Context: an optimization exercise on an open-source flow, tuned for small area. The choices shown serve that exercise and are no tape-out recipe. RTL that was checked went through simulation tests only; none was proved equivalent to the original. Power is estimated from default activity; no workload was simulated.

Setup of run 1:
==> flow/design.v <==
`timescale 1ns / 1ps
package sdaq_pkg;
   localparam int QUEUE_DEPTH_DEF = 16;
   localparam int TIME_WIDTH_DEF  = 32;
   localparam int ID_W      = 8;
   localparam int DUR_W     = 16;
   localparam int NOW_W     = 32;
   localparam int TPU_W     = 10;
   localparam int PROD_W    = DUR_W + TPU_W;
   localparam int CNT_OUT_W = 5;
   localparam logic [TPU_W-1:0] TPU_RESET = TPU_W'(100);
   localparam int CSR_ADDR_W = 3;
   localparam int CSR_DATA_W = 32;
   localparam logic [0:0] REG_TICKS_PER_UNIT = 1'b0;
   localparam logic OP_SLEEP = 1'b0;
   localparam logic OP_CHECK = 1'b1;
   localparam logic STATUS_OK   = 1'b0;
   localparam logic STATUS_FULL = 1'b1;
   typedef struct packed {
      logic             operation;
      logic [ID_W-1:0]  waiter_id;
      logic [DUR_W-1:0] duration;
      logic [NOW_W-1:0] now;
   } req_type;
   typedef struct packed {
      logic                 woke;
      logic [ID_W-1:0]      woken_id;
      logic                 last;
      logic                 status;
      logic [CNT_OUT_W-1:0] waiting_count;
   } rsp_type;
   typedef enum logic [3:0] {
      S_IDLE,
      S_MUL,
      S_ADD,
      S_SCAN_RD,
      S_SCAN_CMP,
      S_SHIFT_RD,
      S_SHIFT_WR,
      S_INSERT,
      S_CHK_RD,
      S_CHK_CMP,
      S_REPLY
   } state_type;
endpackage
`timescale 1ns / 1ps
module sdaq_ram #(
   parameter int WIDTH = 8,
   parameter int DEPTH = 16
) (
   input  logic                     clock,
   input  logic                     we,
   input  logic [$clog2(DEPTH)-1:0] waddr,
   input  logic [WIDTH-1:0]         wdata,
   input  logic [$clog2(DEPTH)-1:0] raddr,
   output logic [WIDTH-1:0]         rdata
);
   logic [WIDTH-1:0] mem [DEPTH];
   logic [WIDTH-1:0] rdata_ff;
   always_ff @(posedge clock) begin
      if (we) begin
         mem[waddr] <= wdata;
      end
      rdata_ff <= mem[raddr];
   end
   assign rdata = rdata_ff;
endmodule
`timescale 1ns / 1ps
import sdaq_pkg::*;
module sorted_deadline_alarm_queue #(
   parameter int QUEUE_DEPTH = QUEUE_DEPTH_DEF,
   parameter int TIME_WIDTH  = TIME_WIDTH_DEF
) (
   input  logic                  clock,
   input  logic                  reset,
   input  logic                  req_valid,
   output logic                  req_stall,
   input  sdaq_pkg::req_type     req_data,
   output logic                  rsp_valid,
   input  logic                  rsp_stall,
   output sdaq_pkg::rsp_type     rsp_data,
   input  logic                  psel,
   input  logic                  penable,
   input  logic                  pwrite,
   input  logic [CSR_ADDR_W-1:0] paddr,
   input  logic [CSR_DATA_W-1:0] pwdata,
   output logic [CSR_DATA_W-1:0] prdata,
   output logic                  pready
);
   localparam int ENT_W = TIME_WIDTH + ID_W;    
   localparam int W     = 4;                    
   localparam int L     = ENT_W / W;            
   localparam int DLC   = TIME_WIDTH / W;       
   localparam int CW    = $clog2(L);
   localparam int NR    = 15;                   
   localparam logic [2:0] S_IDLE = 3'd0;
   localparam logic [2:0] S_DROP = 3'd1;
   localparam logic [2:0] S_CALC = 3'd2;
   localparam logic [2:0] S_SCAN = 3'd3;
   localparam logic [2:0] S_POP  = 3'd4;
   localparam logic [2:0] S_INS  = 3'd5;
   logic [TPU_W-1:0] tpu_ff;
   logic             csr_wr;
   logic             csr_hit;
   assign pready  = 1'b1;
   assign csr_hit = (paddr[CSR_ADDR_W-1:2] == REG_TICKS_PER_UNIT);
   assign csr_wr  = psel && penable && pwrite;
   assign prdata  = csr_hit ? CSR_DATA_W'(tpu_ff) : '0;
   always_ff @(posedge clock) begin
      if (reset) begin
         tpu_ff <= TPU_RESET;
      end else if (csr_wr && csr_hit) begin
         tpu_ff <= pwdata[TPU_W-1:0];
      end
   end
   logic [2:0]      state_ff;
   logic [CW-1:0]   c_ff;         
   logic [3:0]      q_ff;         
   logic [4:0]      n_ff;         
   logic [4:0]      i_ff;         
   logic            rsp_valid_ff;
   logic            woke_ff, flag_ff;    
   logic [ID_W-1:0] id_ff;
   logic            c_last, op, inloop;
   assign c_last = (c_ff == CW'(L - 1));
   assign op     = req_data.operation;
   assign inloop = !((state_ff == S_CALC) || (state_ff == S_INS) ||
                     ((state_ff == S_SCAN) && !op));
   logic [W*NR*L-1:0] ring_ff;
   logic [W*L-1:0]    s_ff;
   logic [W-1:0]      x, tap, s_out, y, s_in;
   assign x     = ring_ff[W-1:0];
   assign tap   = ring_ff[W*L +: W];
   assign s_out = s_ff[W-1:0];
   always_ff @(posedge clock) begin
      ring_ff <= {y, ring_ff[W*NR*L-1:W]};
      s_ff    <= {s_in, s_ff[W*L-1:W]};
   end
   logic f1_ff, f2_ff;    
   logic [W*L-1:0] dur_v, new_v;
   logic [W-1:0]   a, b, sum, new_lane;
   logic           cy_in, cy_out;
   logic           pass_now, first, rbit;
   assign dur_v    = (W*L)'(req_data.duration);
   assign new_v    = {req_data.waiter_id, req_data.now};
   assign new_lane = new_v[W*c_ff +: W];
   assign pass_now = i_ff[4];
   assign first    = (i_ff == 5'd6);
   assign rbit     = tpu_ff[~i_ff[3:0]];
   always_comb begin
      if (first) begin
         a = '0;
      end else if (pass_now) begin
         a = s_out;
      end else begin
         a = {s_out[W-2:0], (c_ff == '0) ? 1'b0 : f2_ff};
      end
      if (pass_now) begin
         b = new_lane;
      end else begin
         b = rbit ? dur_v[W*c_ff +: W] : '0;
      end
      cy_in = (c_ff == '0) ? 1'b0 : f1_ff;
      {cy_out, sum} = {1'b0, a} + {1'b0, b} + (W+1)'(cy_in);
      if (pass_now && (c_ff >= CW'(DLC))) begin
         sum = b;
      end
   end
   logic [W-1:0] cmp_v, diff;
   logic         bw_in, bw_out, nz, later, cmp_end;
   assign cmp_v = op ? new_lane : s_out;
   assign cmp_end = (c_ff == CW'(DLC - 1));
   assign later   = nz && !diff[W-1];
   always_comb begin
      bw_in = (c_ff == '0) ? 1'b0 : f1_ff;
      {bw_out, diff} = {1'b0, tap} - {1'b0, cmp_v} - (W+1)'(bw_in);
      nz = ((c_ff == '0) ? 1'b0 : f2_ff) | (|diff);
   end
   always_ff @(posedge clock) begin
      f1_ff <= (state_ff == S_CALC) ? cy_out : bw_out;
      f2_ff <= (state_ff == S_CALC) ? s_out[W-1] : nz;
   end
   assign y    = inloop ? s_out : x;
   assign s_in = (state_ff == S_CALC) ? sum :
                 inloop               ? x   : s_out;
   logic pop_go, scan_eval, scan_done, accept;
   assign pop_go    = (state_ff == S_POP) && (q_ff == 4'd0) && !rsp_valid_ff;
   assign scan_eval = (i_ff != '0) || (q_ff == (inloop ? 4'd15 : 4'd14));
   assign scan_done = (i_ff == n_ff) || later;
   always_comb begin
      accept = 1'b0;
      case (state_ff)
         S_IDLE: accept = !rsp_valid_ff && !op && (n_ff == 5'd16);
         S_SCAN: accept = op && cmp_end && scan_eval && scan_done;
         S_INS:  accept = c_last;
         default: accept = 1'b0;
      endcase
   end
   assign req_stall = !accept;
   always_ff @(posedge clock) begin
      if (pop_go && c_last) begin
         id_ff <= {x, s_ff[W*L-1 -: W]};
      end
   end
   always_ff @(posedge clock) begin
      if (reset) begin
         state_ff     <= S_IDLE;
         c_ff         <= '0;
         q_ff         <= '0;
         n_ff         <= '0;
         rsp_valid_ff <= 1'b0;
      end else begin
         c_ff <= c_last ? '0 : c_ff + 1'b1;
         if (c_last) begin
            if (!inloop) begin
               q_ff <= (q_ff == 4'd14) ? 4'd0 : q_ff + 1'b1;
            end else begin
               q_ff <= q_ff + 1'b1;
            end
         end
         if (rsp_valid_ff && !rsp_stall) begin
            rsp_valid_ff <= 1'b0;
         end
         case (state_ff)
            S_IDLE: begin
               if (req_valid && !rsp_valid_ff) begin
                  if (accept) begin
                     rsp_valid_ff <= 1'b1;
                     woke_ff      <= 1'b0;
                     flag_ff      <= 1'b1;
                  end else begin
                     state_ff <= op ? S_SCAN : S_DROP;
                     i_ff     <= '0;
                  end
               end
            end
            S_DROP: begin
               if (c_last && (q_ff == n_ff[3:0])) begin
                  state_ff <= S_CALC;
                  i_ff     <= 5'd6;
                  q_ff     <= (q_ff == 4'd15) ? 4'd0 : q_ff;
               end
            end
            S_CALC: begin
               if (c_last) begin
                  if (pass_now) begin
                     state_ff <= S_SCAN;
                     i_ff     <= '0;
                  end else begin
                     i_ff <= i_ff + 1'b1;
                  end
               end
            end
            S_SCAN: begin
               if (cmp_end && scan_eval) begin
                  if (scan_done) begin
                     if (!op) begin
                        state_ff <= S_INS;
                     end else if (i_ff == '0) begin
                        state_ff     <= S_IDLE;
                        rsp_valid_ff <= 1'b1;
                        woke_ff      <= 1'b0;
                        flag_ff      <= 1'b0;
                     end else begin
                        state_ff <= S_POP;
                     end
                  end else begin
                     i_ff <= i_ff + 1'b1;
                  end
               end
            end
            S_INS: begin
               if (c_last) begin
                  state_ff     <= S_IDLE;
                  q_ff         <= i_ff[3:0] + 1'b1;
                  n_ff         <= n_ff + 1'b1;
                  rsp_valid_ff <= 1'b1;
                  woke_ff      <= 1'b0;
                  flag_ff      <= 1'b0;
               end
            end
            S_POP: begin
               if (pop_go && c_last) begin
                  rsp_valid_ff <= 1'b1;
                  woke_ff      <= 1'b1;
                  flag_ff      <= (i_ff != 5'd1);
                  n_ff         <= n_ff - 1'b1;
                  q_ff         <= q_ff;    
                  i_ff         <= i_ff - 1'b1;
                  if (i_ff == 5'd1) begin
                     state_ff <= S_IDLE;
                  end
               end
            end
            default: begin
               state_ff <= S_IDLE;
            end
         endcase
      end
   end
   assign rsp_valid              = rsp_valid_ff;
   assign rsp_data.woke          = woke_ff;
   assign rsp_data.woken_id      = woke_ff ? id_ff : '0;
   assign rsp_data.last          = !(woke_ff && flag_ff);
   assign rsp_data.status        = !woke_ff && flag_ff;
   assign rsp_data.waiting_count = n_ff;
endmodule
clock: 10.0 ns
lec_check: 0
cap_margin: 20
core_margin: 2
core_utilization: 40
cts_buf_list: sky130_fd_sc_hd__clkbuf_8
cts_cluster_diameter: 60
cts_cluster_size: 20
slew_margin: 20
standard.sh (not shown) runs the stock make flow with config.mk's settings and CLKGATE_MAP_FILE= SYNTH_SCRIPT=/design/flow/synth_recipe.tcl, a recipe that flattens the netlist after the stock synthesis.
==> flow/flow/run.sh <==
#!/bin/bash
# The standard layout (the standard.sh: ORFS from synthesis to the
# final layout) with three changes: the port buffers are made of the
# smallest buffer cell, clock tree synthesis inserts no dummy loads, and the
# constant outputs share the single tie cell synthesis made.
set -e
export BUFFER_PORTS_ARGS="-buffer_cell sky130_fd_sc_hd__buf_1"
export SKIP_REPAIR_TIE_FANOUT=1
export CTS_ARGS="-sink_clustering_enable -repair_clock_nets -buf_list sky130_fd_sc_hd__clkbuf_8 -sink_clustering_size 20 -sink_clustering_max_diameter 60 -dont_use_dummy_load"
bash standard.sh > standard.log 2>&1
Run 1 was carried through to the last stage, and its layout satisfied the timing, DRC and antenna checks.
--- input diff run 1..run 2 ---
Settings: putting ABC_AREA at 1 where nothing was set.
### Flow results
- Run 2 did not stop at any stage, and its layout met the timing, DRC and antenna checks.
- flop to output pin as the critical path class was reported by run 2, and input port to output pin by run 1.
- Row smallest setup slack after layout: run 2 higher / run 1 lower
- Compared with run 1, run 2 shows routability-driven placement congestion ratio lower by 5.8%.
- The all-layer global routing usage was comparable across run 2 and run 1.
- Multi-input combinational cell area (run 2 over run 1): decrease, 280 µm²
- Of run 2 and run 1, the lower fraction of power spent switching nets belongs to run 1.
- Diff run 1 -> run 2 | total design power | up by a few percent
Modified inputs, run 3 compared to run 2
Settings: changing CORE_UTILIZATION from 40 to 60; setting PLACE_DENSITY to 0.7 for the first time; removing CTS_CLUSTER_SIZE (formerly 20); removing CTS_CLUSTER_DIAMETER (formerly 60); removing CTS_BUF_LIST (formerly sky130_fd_sc_hd__clkbuf_8).
diff --git a/flow/flow/run.sh b/flow/flow/run.sh
--- a/flow/flow/run.sh
+++ b/flow/flow/run.sh
@@ -7,4 +7,4 @@
 export BUFFER_PORTS_ARGS="-buffer_cell sky130_fd_sc_hd__buf_1"
 export SKIP_REPAIR_TIE_FANOUT=1
-export CTS_ARGS="-sink_clustering_enable -repair_clock_nets -buf_list sky130_fd_sc_hd__clkbuf_8 -sink_clustering_size 20 -sink_clustering_max_diameter 60 -dont_use_dummy_load"
+export CTS_ARGS="-sink_clustering_enable -repair_clock_nets -buf_list sky130_fd_sc_hd__clkbuf_8 -sink_clustering_size 22 -sink_clustering_max_diameter 55 -dont_use_dummy_load"
 bash standard.sh > standard.log 2>&1
## What came out
Re number of clock buffers in the layout: run 2 was higher than run 3. Synthesized cell count: run 2 vs run 3 — no meaningful difference. Compared with run 2, in run 3 setup slack of the critical path after layout shows an increase of 0.19 ns, total placed cells including tap cells shows a reduction of 161, met2 wire length shows a reduction of about 5%, worst setup slack after placement shows an increase of 0.080 ns.

---

sorted_deadline_alarm_queue, a different RTL version from the one above (not shown whole).
Size in the first run: ~690 flip-flops, roughly 150 I/O pins, about 18000 sq um of cells after synthesis.
export LEC_CHECK = 0
export CAP_MARGIN = 20
export CORE_MARGIN = 2
export CORE_UTILIZATION = 40
export CTS_BUF_LIST = sky130_fd_sc_hd__clkbuf_8
export CTS_CLUSTER_DIAMETER = 60
export CTS_CLUSTER_SIZE = 20
export SLEW_MARGIN = 20
create_clock -name core_clock -period 10.0 [get_ports {clock}]
run.sh (not shown) runs the stock make flow with config.mk's settings and CLKGATE_MAP_FILE= SYNTH_SCRIPT=/design/flow/synth_recipe.tcl, a recipe that flattens the netlist after the stock synthesis.
Stock flow here: none of the scripts above is used.
Then changed:
CTS_BUF_LIST = sky130_fd_sc_hd__clkbuf_4   (was sky130_fd_sc_hd__clkbuf_8)
CTS_CLUSTER_DIAMETER = unset   (was 60)
CTS_CLUSTER_SIZE = unset   (was 20)
Cell area grows by a little under a tenth.
Synthesized cell count is unchanged.
Total power grows by a quarter to a third.
Then changed:
CTS_BUF_LIST = sky130_fd_sc_hd__clkbuf_16   (was sky130_fd_sc_hd__clkbuf_4)
CTS_CLUSTER_DIAMETER = 100   (was unset)
CTS_CLUSTER_SIZE = 36   (was unset)
Outcome: The new run completed with no timing, DRC or antenna violations. Routed wire length shrinks by 7.1%. Non-clock buffer count does not change. Final cell count shrinks by 12%. Sequential share of layout area grows by 4.7 points. Register-to-register slack barely changes. Cell area shrinks by 6.6%. Count of clock-buffer cells in the layout shrinks by 218. Sequential power hardly moves. Hold slack improves by 44 ps. Global-route usage shrinks by 1.4 points.
No run of this note included a check of the RTL's function; only the layout flow was run.

---

sorted_deadline_alarm_queue, a different RTL version from the one above (not shown whole).
Size: ~1200 cells after synthesis, about 680 flip-flops, ~150 I/O pins.
// sorted_deadline_alarm_queue
module sorted_deadline_alarm_queue #(
   parameter int QUEUE_DEPTH = QUEUE_DEPTH_DEF,
   parameter int TIME_WIDTH  = TIME_WIDTH_DEF
) (
   input  logic                  clock,
   input  logic                  reset,
   input  logic                  req_valid,
   output logic                  req_stall,
   input  sdaq_pkg::req_type     req_data,
   output logic                  rsp_valid,
   input  logic                  rsp_stall,
   output sdaq_pkg::rsp_type     rsp_data,
   input  logic                  psel,
   input  logic                  penable,
   input  logic                  pwrite,
   input  logic [CSR_ADDR_W-1:0] paddr,
   input  logic [CSR_DATA_W-1:0] pwdata,
   output logic [CSR_DATA_W-1:0] prdata,
   output logic                  pready
);
==> flow/config.mk <==
export PLATFORM = sky130hd
export DESIGN_NAME = sorted_deadline_alarm_queue
export DESIGN_NICKNAME = sorted_deadline_alarm_queue
export VERILOG_FILES = /design/flow/design.v
export SDC_FILE = /design/flow/constraint.sdc
export NUM_CORES = 4
export LEC_CHECK = 0
export ABC_AREA = 1
export CAP_MARGIN = 20
export CORE_MARGIN = 2
export CORE_UTILIZATION = 40
export CTS_BUF_LIST = sky130_fd_sc_hd__clkbuf_8
export CTS_CLUSTER_DIAMETER = 60
export CTS_CLUSTER_SIZE = 20
export SLEW_MARGIN = 20
==> flow/constraint.sdc <==
create_clock -name core_clock -period 10.0 [get_ports {clock}]
set_input_delay 2.0000 -clock core_clock [delete_from_list [all_inputs] [get_ports {clock}]]
set_output_delay 2.0000 -clock core_clock [all_outputs]
set_load 0.01 [all_outputs]
standard.sh (not shown) runs the stock make flow with config.mk's settings and CLKGATE_MAP_FILE= SYNTH_SCRIPT=/design/flow/synth_recipe.tcl, a recipe that flattens the netlist after the stock synthesis.
==> flow/flow/run.sh <==
#!/bin/bash
# The standard layout (the standard.sh: ORFS from synthesis to the
# final layout) with three changes: the port buffers are made of the
# smallest buffer cell, clock tree synthesis inserts no dummy loads, and the
# constant outputs share the single tie cell synthesis made.
set -e
export BUFFER_PORTS_ARGS="-buffer_cell sky130_fd_sc_hd__buf_1"
export SKIP_REPAIR_TIE_FANOUT=1
export CTS_ARGS="-sink_clustering_enable -repair_clock_nets -buf_list {sky130_fd_sc_hd__clkbuf_4 sky130_fd_sc_hd__clkbuf_8} -sink_clustering_buffer sky130_fd_sc_hd__clkbuf_8 -sink_clustering_size 20 -sink_clustering_max_diameter 60 -dont_use_dummy_load"
bash standard.sh > standard.log 2>&1
Change:
--- a/flow/flow/run.sh
+++ b/flow/flow/run.sh
@@ -8,3 +8,3 @@
 export SKIP_REPAIR_TIE_FANOUT=1
-export CTS_ARGS="-sink_clustering_enable -repair_clock_nets -buf_list {sky130_fd_sc_hd__clkbuf_4 sky130_fd_sc_hd__clkbuf_8} -sink_clustering_buffer sky130_fd_sc_hd__clkbuf_8 -sink_clustering_size 20 -sink_clustering_max_diameter 60 -dont_use_dummy_load"
+export CTS_ARGS="-sink_clustering_enable -repair_clock_nets -buf_list sky130_fd_sc_hd__clkbuf_8 -sink_clustering_size 20 -sink_clustering_max_diameter 60 -dont_use_dummy_load"
 bash standard.sh > standard.log 2>&1
After rerunning:
- The changed run ran to the end with no violations
- final cell count is unchanged
- cell area stays the same
- area after synthesis stays the same
- via count is unchanged
- register-to-register slack hardly moves
- total power stays the same
- hold slack stays the same
- critical path depth stays the same
- count of clock-buffer cells in the layout stays the same
Function was not checked in any run of this note: the RTL went through the layout flow alone.

[what the ideal ports hide]
Ports are ideal in the flow. The routed layouts listed here were re-timed in OpenROAD. Step 1: set_driving_cell puts a clkbuf_16 on clock and a buf_2 on each other input, an assumption about the parent block. Step 2 also shifts input and output timing later by t, the mid clock arrival at the registers, as if the neighbouring blocks saw the same clock. Three values: ideal ports, drivers, drivers and shift; two values: the first two.
| run | shift t [ns] | setup WS [ns] | clock arrival spread, ns | worst register clock-pin slew, ns | pins driven straight from the clock port |
|---|---|---|---|---|---|
| run 1 | 0.610 | 1.997 / 1.971 / 1.971 | 0.111 / 0.112 | 0.11 / 0.11 | 1 |
| run 2 | 0.599 | 2.444 / 2.398 / 2.620 | 0.051 / 0.051 | 0.11 / 0.11 | 1 |
| run 3 | 0.562 | 2.635 / 2.594 / 2.720 | 0.087 / 0.087 | 0.12 / 0.12 | 1 |
| the first run of note 2 | 0.630 | 3.626 / 3.598 / 3.598 | 0.038 / 0.038 | 0.11 / 0.11 | 1 |
| the second run of note 2 | 0.821 | 3.629 / 3.601 / 3.601 | 0.047 / 0.048 | 0.08 / 0.08 | 1 |
| the third run of note 2 | 0.614 | 3.614 / 3.585 / 3.585 | 0.021 / 0.020 | 0.12 / 0.12 | 1 |
| the first run of note 3 | 0.598 | 2.849 / 2.800 / 2.800 | 0.073 / 0.073 | 0.11 / 0.11 | 1 |
| the second run of note 3 | 0.598 | 2.849 / 2.800 / 2.800 | 0.073 / 0.073 | 0.11 / 0.11 | 1 |
After both steps every run listed still meets setup and hold.
